Source: an optimization exercise on an open RTL-to-GDS flow (aim: small area and a short achievable clock period). Production flows keep margins and buffers that such runs may drop. In this exercise RTL edits were held to simulation tests only and were not proved equivalent to the original. No activity file was given, so power comes from the tool's default toggle rates.

==> flow/design.v, too long to show whole: its modules and the start of the top module <==
// module alu_decode: 76 lines
// module alu_fx_arith: 963 lines
// module alu_fx_sat: 82 lines
// module alu_bit_ops: 25 lines
// module alu_result: 59 lines
// module alu_top: 88 lines
module alu_top
#(
    parameter int INT_W  = alu_fx_pkg::INT_W_DEF,
    parameter int FRAC_W = alu_fx_pkg::FRAC_W_DEF,
    parameter int DATA_W = INT_W + FRAC_W
) (
    input  logic              i_clk,
    input  logic              i_rst_n,
    input  logic [DATA_W-1:0] i_data_a,
    input  logic [DATA_W-1:0] i_data_b,
    input  logic [alu_op_pkg::OP_W-1:0]   i_inst,
    output logic              o_busy,
    output logic              o_valid,
    output logic [DATA_W-1:0] o_data
);
  // ...
==> flow/flow/run.sh <==
#!/bin/bash
# The standard layout (standard.sh: same synthesis, constraints, clock
# period and steps) with two of ORFS's own settings changed:
#  - every port still gets its buffer, but a sky130_fd_sc_hd__buf_2 instead
#    of the clkdlybuf4s50_1 that buffer_ports picks by default;
set -euo pipefail
bash standard.sh SETUP_SLACK_MARGIN=5.5 "BUFFER_PORTS_ARGS=-buffer_cell sky130_fd_sc_hd__buf_2" finish > standard_flow.log 2>&1
==> flow/standard.sh <==
#!/bin/bash
# synth_recipe.tcl (not shown) runs the flow's synth.tcl, then flattens the netlist and writes it again
# the make line also repeats each setting of config.mk as NAME=value (left out here)
make -C /OpenROAD-flow-scripts/flow DESIGN_CONFIG=/design/flow/config.mk WORK_HOME=/design/flow/orfs CLKGATE_MAP_FILE= SYNTH_SCRIPT=/design/flow/synth_recipe.tcl "${@:-finish}"
==> flow/config.mk <==
export PLATFORM = sky130hd
export DESIGN_NAME = alu_top
export DESIGN_NICKNAME = alu_top
export VERILOG_FILES = /design/flow/design.v
export SDC_FILE = /design/flow/constraint.sdc
export NUM_CORES = 4
export LEC_CHECK = 0
export ABC_AREA = 1
export CAP_MARGIN = 20
export CORE_MARGIN = 2
export CORE_UTILIZATION = 30
export SLEW_MARGIN = 20
==> flow/constraint.sdc <==
create_clock -name core_clock -period 10.0 [get_ports {i_clk}]
set_input_delay 2.0000 -clock core_clock [delete_from_list [all_inputs] [get_ports {i_clk}]]
set_output_delay 2.0000 -clock core_clock [all_outputs]
set_load 0.01 [all_outputs]
==> results.py, run 1 <==
metrics = {
    "worst_setup_path": {
        "cpPeakStageDelay_ns": 0.42,
        "crit_required_ns": 8.00,
        "critPathCaptureType": "primary output",
        "critPathLaunch": "u_result.rq1[2]$_DFFE_PN0P_",
        "critPathLaunchType": "flip-flop",
    },
    "sta": {
        "slew_headroom": 0.3151,
        "min_period_ns": 4.528,
        "whs_ns": 0.4735,
    },
    "floorplanning": {
        "dieWidth_um": 201.1,
    },
    "synth": {
        "yosysWarningCount": 6,
        "avgSynthCellArea_um2": 7.271,
        "ys_ff_latch": 82,
        "ys_seq_area_frac": 0.1545,
    },
    "clocking": {
        "numClockSinks": 82,
        "cts_tree": "yes",
    },
    "grt": {
        "use_met1": 0.2763,
    },
    "cells_and_area": {
        "antenna_cells": 0,
        "seqCellArea_um2": 1834,
        "multi_input_area_share": 0.6545,
        "layoutNonFillerInstCount": 2195,
        "n_fill_cell": 4073,
    },
    "placed_design": {
        "pre_cts_ws_ns": 4.475,
        "postPlaceCellArea_um2": 12250,
        "routabilityCongestion": 0.9576,
        "dp_cells": 2094,
    },
    "power": {
        "switching_share": 0.5011,
    },
    "routing": {
        "vias_per_cell": 5.192,
        "wl_per_cell_um": 18.53,
        "drc": 0,
    },
    "status": {
        "status": "complete, no violations",
    },
}
==> run 2, diff against run 1 <==
==> flow/flow/run.sh (replaced) <==
#!/bin/bash
# The standard layout (standard.sh: same synthesis, constraints, clock
# period and steps) with two of ORFS's own settings changed:
#  - every port still gets its buffer, but a sky130_fd_sc_hd__buf_2 instead
#    of the clkdlybuf4s50_1 that buffer_ports picks by default;
set -euo pipefail
bash standard.sh SETUP_SLACK_MARGIN=5.25 "BUFFER_PORTS_ARGS=-buffer_cell sky130_fd_sc_hd__buf_2" finish > standard_flow.log 2>&1
--- a/flow/config.mk
+++ b/flow/config.mk
@@ -8,5 +8,5 @@
 export ABC_AREA = 1
 export CAP_MARGIN = 20
 export CORE_MARGIN = 2
-export CORE_UTILIZATION = 30
+export CORE_UTILIZATION = 40
 export SLEW_MARGIN = 20
==> run 2 against run 1 <==
Net effect: still clean on timing, DRC and antenna; clock-buffer cell count did not move; clock power fell by 8.9%; wire length fell by 0.80%; sequential power decreased by 0.9%; sequential cell count stayed put.
==> results.py, run 2 <==
metrics = {
    "sta": {
        "slew_headroom": 0.3178,
        "report.final.setup_viol": 0,
        "min_period_ns": 4.592,
        "final_max_slew_viol_count": 0,
        "fin_tns_setup_ns": 0,
        "min_period_over_period": 0.4592,
        "grt_setup_unrepaired": "true",
        "hold_violations": 0,
        "fmax_ghz": 0.2178,
        "tightest_slew_ns": 1.019,
        "skew_ns": 0.01880,
    },
    "floorplanning": {
        "dieWidth_um": 174.7,
        "initial_core_util": 0.4058,
        "chipHeight_um": 174.7,
        "rows": 62,
        "core_area_um2": 28700,
        "dieArea_um2": 30500,
        "ios": 56,
    },
    "grt": {
        "grt_max_degree": 33,
        "grt_remaining_overflow": 0,
        "antenna_found_initial": 0,
        "globalRouteTotalUtil": 0.2601,
        "grt_pass1_vias": 10720,
        "grt_pass1_wl_mm": 61.38,
    },
    "synth": {
        "avgSynthCellArea_um2": 7.271,
        "yosys.area_share.simple": 0.2111,
        "async_flop_share": 0.3780,
        "synth_area_leader_cell": "fa_1",
        "synthTopCellsByArea": "fa_1, nand2_1, xor2_1",
        "synth_top_family_by_area": "adder cells",
        "synth_compound_area_frac": 0.1499,
        "synth_common_cells": "nand2_1, inv_1, nand3_1",
        "yosysWarningCount": 6,
        "synth-xor-area-share": 0.09925,
        "synth_fa_ha_area_frac": 0.2705,
        "yosysUniqueCellTypes": 46,
        "netlist_instances": 1602,
        "syn_nets": 1818,
        "yosysMostFrequentCell": "nand2_1",
        "synth.mux.area_fraction": 0,
        "synth-main-ff-cell": "dfxtp_1",
        "synth_top_area_share": 0.2114,
        "syn-cell-area_um2": 11650,
        "ys_ff_latch": 82,
        "synth_edf_count": 0,
        "ys_seq_area_frac": 0.1545,
    },
    "routing": {
        "firstDrtPassIters": 6,
        "drc": 0,
        "drt-total-wl_mm": 40.35,
        "ant_nets": 0,
        "vias_per_cell": 5.506,
        "vias": 11280,
        "first_iter_violations": 1102,
        "wl_per_cell_um": 19.70,
    },
    "worst_setup_path": {
        "crit_type": "reg -> reg",
        "crit_chain": "buf_12, nand2_2, nand2_2, o21ai_4, o22ai_2, xor2_1, ha_1, fa_1, inv_1, fa_1, inv_1, ha_1, a21o_1, a21oi_1, nand2_1, fa_2, buf_4, fa_1, xnor2_1, o21ai_0, inv_1, a21oi_1",
        "critPathCaptureType": "flip-flop",
        "cpPeakStageDelay_ns": 0.48,
        "arrival_ns": 4.87,
        "cp_slowest_cell": "fa_1",
        "critPathLaunchType": "flip-flop",
        "path_max_fanout": 13,
        "reg2regPathDepth": 22,
        "crit_required_ns": 10.27,
    },
    "clocking": {
        "cts_tree": "yes",
        "numClockSinks": 82,
        "numCtsBuffers": 9,
        "clk_pin_slew_worst_paths_ns": 0.07,
        "cts.htree.levels": 3,
        "clock_tree.root_cell": "clkbuf_16",
        "cts_buffer_depth": 2,
        "worstSkewPairLatency_ns": 0.36,
    },
    "cells_and_area": {
        "fin_area_um2": 13230,
        "top_regs": "u_decode.o_b x16, u_decode.o_m x16, u_decode.o_x x16",
        "multi_input_area_um2": 8778,
        "n_fill_cell": 2917,
        "layout-drive-gt1-share": 0.1466,
        "nets": 1875,
        "syn_to_final_growth_pct": 13.53,
        "antenna_cells": 0,
        "seqCellArea_um2": 1823,
        "layout_common_cells": "nand2_1, inv_1, nand3_1, xor2_1, fa_1",
        "layout_commonest_cell": "nand2_1",
    },
    "status": {
        "status": "complete, no violations",
    },
    "placed_design": {
        "routabilityCongestion": 0.9905,
        "hpwl_mm": 31.36,
        "postPlaceCellArea_um2": 12070,
        "port_buffers": 55,
    },
    "power": {
        "ir_drop_uv": 120.9,
        "leakage_uw": 0.006615,
        "finalPower_uw": 2322,
        "power.density_nw_per_um2": 175.6,
    },
    "min_path": {
        "hold_depth": 1,
        "holdCritPathClass": "reg -> reg",
    },
    "job": {
        "cap_violations": 0,
    },
}
run 2: power breakdown:
| part | internal, uW | total (uW) | switching, uW |
|---|---|---|---|
| registers | 381 | 428 | 47.4 |
| clock network | 175 | 329 | 154 |
| logic | 586 | 1560 | 979 |
run 2: logic make-up after synthesis:
family	Yosys count
buf+inv	334
xor+xnor	132
compound gates	300
fa+ha+maj	178
flops	82
simple gates	576
run 2: worst paths after layout:
check / slack (ns) / endpoint / from
max in group asynchronous: 7.83 / u_result.rq1[3]$_DFFE_PN0P_ / i_rst_n
setup / recovery: 5.41 / u_result.rs[2]$_DFFE_PN0P_ / u_decode.o_b[5]$_DFF_P_
hold / removal: 0.47 / u_decode.state[0]$_DFF_PN0_ / u_decode.state[0]$_DFF_PN0_
setup reg to reg: 5.41 / u_result.rs[2]$_DFFE_PN0P_ / u_decode.o_b[5]$_DFF_P_
min in group asynchronous: 1.71 / u_result.rq1[6]$_DFFE_PN0P_ / i_rst_n
hold reg to reg: 0.47 / u_decode.state[0]$_DFF_PN0_ / u_decode.state[0]$_DFF_PN0_
run 2: timing repair:
action	CTS	global route
resized for setup	47	62
cloned	0	1
setup endpoints to repair	44	24
buffers inserted	14	52
hold endpoints to repair	0	0
pin swaps	6	13
hold buffers	0	0
run 2: layout make-up:
class / count / area share
Tap cell: 384 / 0.03633
Timing Repair Buffer: 129 / 0.06471
Inverter: 250 / 0.07531
Sequential cell: 82 / 0.1378
Clock buffer: 9 / 0.01703
Clock inverter: 7 / 0.005014
Multi-Input combinational cell: 1187 / 0.6638
run 2: routing by layer:
metal / wire [um] / GRT usage
met3: 3022 / 0.03742
met1: 17630 / 0.3645
met5: 0 / 0
met2: 18710 / 0.4252
met4: 989 / 0.06111
run 2: worst max-delay path: cells and delay by family, from the launching register on:
kind / cells / cell delay [ns]
adder cells (fa/ha/maj): 6 / 2.28
AO/OA/AOI/OAI: 6 / 0.77
AND/OR/NAND/NOR: 3 / 0.31
flip-flops: 1 / 0.35
buffers and inverters: 5 / 0.46
XOR/XNOR: 2 / 0.33
run 2: metrics by stage:
step	util	hold slack, ns	setup slack [ns]	std cells
after detailed placement	0.4206	0.4652	4.032	1965
after global routing	0.4608	0.5110	5.135	2048
after CTS	0.4400	0.4736	5.245	1995
after global placement	0.4206	0.4553	4.162	1965
final	0.4608	0.4730	5.408	2048
after floorplan	-	0.4481	5.257	1602
==> run 3, diff against run 2 <==
--- a/flow/config.mk
+++ b/flow/config.mk
@@ -8,5 +8,5 @@
 export ABC_AREA = 1
 export CAP_MARGIN = 20
 export CORE_MARGIN = 2
-export CORE_UTILIZATION = 40
+export CORE_UTILIZATION = 30
 export SLEW_MARGIN = 20
==> run 3 against run 2 <==
Net effect: still clean; clock-buffer cell count stayed put; synthesized cell count stayed put; via count is 0.48% higher; die area is 33% higher; cell count is 6.5% higher; global-route usage is 6.2 points lower; critical path type is now reg -> out; critical endpoint is now o_data[13]; largest cell class unchanged; highest routed layer unchanged.
==> results.py, run 3 <==
metrics = {
    "status": {
        "status": "complete, no violations",
    },
    "clocking": {
        "cts_tree": "yes",
        "numCtsBuffers": 9,
        "clock_tree.root_cell": "clkbuf_16",
        "cts.htree.levels": 3,
        "worstSkewPairLatency_ns": 0.36,
        "cts_buffer_depth": 2,
        "clk_pin_slew_worst_paths_ns": 0.06,
        "numClockSinks": 82,
        "cts_hold_buf": 0,
    },
    "worst_setup_path": {
        "critPathCaptureType": "primary output",
        "cpPeakStageDelay_ns": 0.52,
        "rrSetupSlack_ns": 5.47,
        "r2r_start": "u_decode.o_b[5]$_DFF_P_",
        "cp_slowest_cell": "fa_1",
        "critPathLaunch": "u_result.rc$_DFFE_PN0P_",
        "cp-endpoint": "o_data[13]",
        "critPathLaunchType": "flip-flop",
        "reg2regPathDepth": 22,
        "crit_type": "reg -> out",
        "rr_endpoint": "u_result.rs[4]$_DFFE_PN0P_",
        "path_max_fanout": 3,
        "arrival_ns": 2.60,
        "crit_top_cell": "inv_1",
        "crit_required_ns": 8.00,
        "crit_chain": "inv_1, fa_1, inv_2, nand3_1, nand2_2, nand3_1, nand2_2, inv_1, fa_1, inv_1, nand2_1, nand2_4, buf_2",
    },
    "synth": {
        "synth_edf_count": 0,
        "ys_ff_latch": 82,
        "yosysMostFrequentCell": "nand2_1",
        "synth-main-ff-cell": "dfxtp_1",
        "syn_nets": 1818,
        "async_flop_share": 0.3780,
        "synth_top_area_share": 0.2114,
        "synth_area_leader_cell": "fa_1",
        "syn-cell-area_um2": 11650,
        "ys_seq_area_frac": 0.1545,
        "synth_common_cells": "nand2_1, inv_1, nand3_1",
        "netlist_instances": 1602,
        "synthTopCellsByArea": "fa_1, nand2_1, xor2_1",
        "yosysUniqueCellTypes": 46,
        "yosysWarningCount": 6,
        "avgSynthCellArea_um2": 7.271,
    },
    "cells_and_area": {
        "syn_to_final_growth_pct": 15.16,
        "layout_commonest_cell": "nand2_1",
        "layout_common_cells": "nand2_1, inv_1, nand3_1, xor2_1, fa_1",
        "top_regs": "u_decode.o_b x16, u_decode.o_m x16, u_decode.o_x x16",
        "nets": 1874,
        "layout-drive-gt1-share": 0.1437,
    },
    "sta": {
        "fmax_ghz": 0.2172,
        "final_max_slew_viol_count": 0,
        "fin_tns_setup_ns": 0,
        "tightest_slew_ns": 1.019,
        "min_period_ns": 4.605,
        "report.final.setup_viol": 0,
        "skew_ns": 0.009364,
        "hold_violations": 0,
        "grt_setup_unrepaired": "false",
        "min_period_over_period": 0.4605,
        "slew_headroom": 0.3200,
    },
    "routing": {
        "first_iter_violations": 1183,
        "drt-total-wl_mm": 40.83,
        "firstDrtPassIters": 6,
        "vias": 11330,
        "wl_per_cell_um": 18.71,
        "ant_nets": 0,
        "drc": 0,
        "vias_per_cell": 5.192,
    },
    "floorplanning": {
        "core_area_um2": 38470,
        "ios": 56,
        "initial_core_util": 0.3028,
        "dieWidth_um": 201.1,
        "rows": 72,
        "dieArea_um2": 40420,
        "chipHeight_um": 201.1,
    },
    "grt": {
        "grt_pass1_vias": 10940,
        "antenna_found_initial": 0,
        "grt_max_degree": 33,
        "grt_remaining_overflow": 0,
        "globalRouteTotalUtil": 0.1983,
        "grt_pass1_wl_mm": 62.01,
    },
    "placed_design": {
        "routabilityCongestion": 0.9634,
        "port_buffers": 55,
        "hpwl_mm": 31.93,
    },
    "min_path": {
        "hold_start": "u_decode.state[0]$_DFF_PN0_",
        "holdCritPathClass": "reg -> reg",
    },
    "power": {
        "leakage_uw": 0.006621,
        "finalPower_uw": 2342,
        "power.density_nw_per_um2": 174.6,
        "ir_drop_uv": 93.28,
    },
    "job": {
        "cap_violations": 0,
    },
}
run 3: cell counts after synthesis:
No cell type changed its count.
run 3: worst min-delay path by stage:
stage                                        to  depth (start not counted)
floorplan           u_decode.state[1]$_DFF_PN0_                          2
global placement    u_decode.state[0]$_DFF_PN0_                          1
detailed placement  u_decode.state[1]$_DFF_PN0_                          2
CTS                 u_decode.state[0]$_DFF_PN0_                          1
global route        u_decode.state[0]$_DFF_PN0_                          1
finish              u_decode.state[0]$_DFF_PN0_                          1
run 3: kinds of logic (layout without fill, tap and decap cells):
| group | after synthesis | after routing | share of synthesized area |
|---|---|---|---|
| simple gates | 576 | 577 | 0.2111 |
| other cells | 0 | 1 | 0 |
| buf+inv | 334 | 394 | 0.1148 |
| xor+xnor | 132 | 132 | 0.09925 |
| fa+ha+maj | 178 | 178 | 0.2705 |
| flops | 82 | 82 | 0.1545 |
| compound gates | 300 | 300 | 0.1499 |
run 3: power by group:
part | leakage, uW | switching [uW] | total (uW) | internal (uW)
clock network | 0.000161 | 147 | 368 | 221
logic | 0.00565 | 968 | 1540 | 575
registers | 0.000811 | 50.2 | 431 | 381
run 3: area by class of cell:
| class | count | area [um2] |
|---|---|---|
| multi-input combinational | 1187 | 8776 |
| fill | 4071 | 25050 |
| sequential | 82 | 1838 |
| antenna | 1 | 2.502 |
| tap | 518 | 648.1 |
| inverter | 250 | 993.5 |
| timing repair buffer | 128 | 833.3 |
| clock inverter | 7 | 97.59 |
| clock buffer | 9 | 225.2 |
run 3: critical path, delay by kind of cell (launching register included):
family,cells,cell delay (ns)
adders and majority gates,2,0.95
buffers and inverters,5,0.40
and+or+nand+nor,6,0.57
DFF,1,0.32
run 3: layer usage:
layer / track usage / share of wire / vias to the layer above
li1: - / - / 5304
met2: 0.3080 / 0.44 / 466
met5: 0 / 0 / -
met3: 0.04545 / 0.085 / 82
met1: 0.2689 / 0.44 / 5478
met4: 0.07275 / 0.037 / 0
run 3: repair_timing:
item,4_1_cts,5_1_grt
pin swaps,4,14
endpoints found under the setup margin,43,23
setup buffers,26,39
resized for setup,51,55
gates cloned,0,1
run 3: metrics by stage:
stage          instance area, um2    util  instances  hold WS (ns)  worst slack [ns]
2_1_floorplan               11660       -       1602        0.4481             5.257
3_3_place_gp                12240  0.3182       2099        0.4560             4.116
3_5_place_dp                12240  0.3182       2099        0.4646             4.039
4_1_cts                     12930  0.3361       2141        0.4775             5.249
5_1_grt                     13410  0.3487       2181        0.5072             5.246
6_report                    13410  0.3487       2182        0.4739             5.395

[separate check: timing with driven ports]
No port has a modelled driver above. Below, the same layouts with a new extraction and two added sets of constraints.
Step 1 assumes that a clkbuf_16 drives the clock port and a buf_2 every other input.
Step 2 moves the port delays by t, midway between the first and last clock arrival at a register: inputs arrive t later, outputs are due t later. That takes back most of the time a late clock gives input paths.
Three values: ideal, step 1, step 2; two values: the first two.
run	t (ns)	slack for setup (ns)	worst setup path after step 2	cell pins on the clock port's net
run 1	0.400	5.472 / 5.425 / 5.225	input to register	1
run 2	0.394	5.408 / 5.371 / 5.097	input to register	1
run 3	0.405	5.395 / 5.346 / 5.084	input to register	1
After both steps every run listed still meets setup and hold.
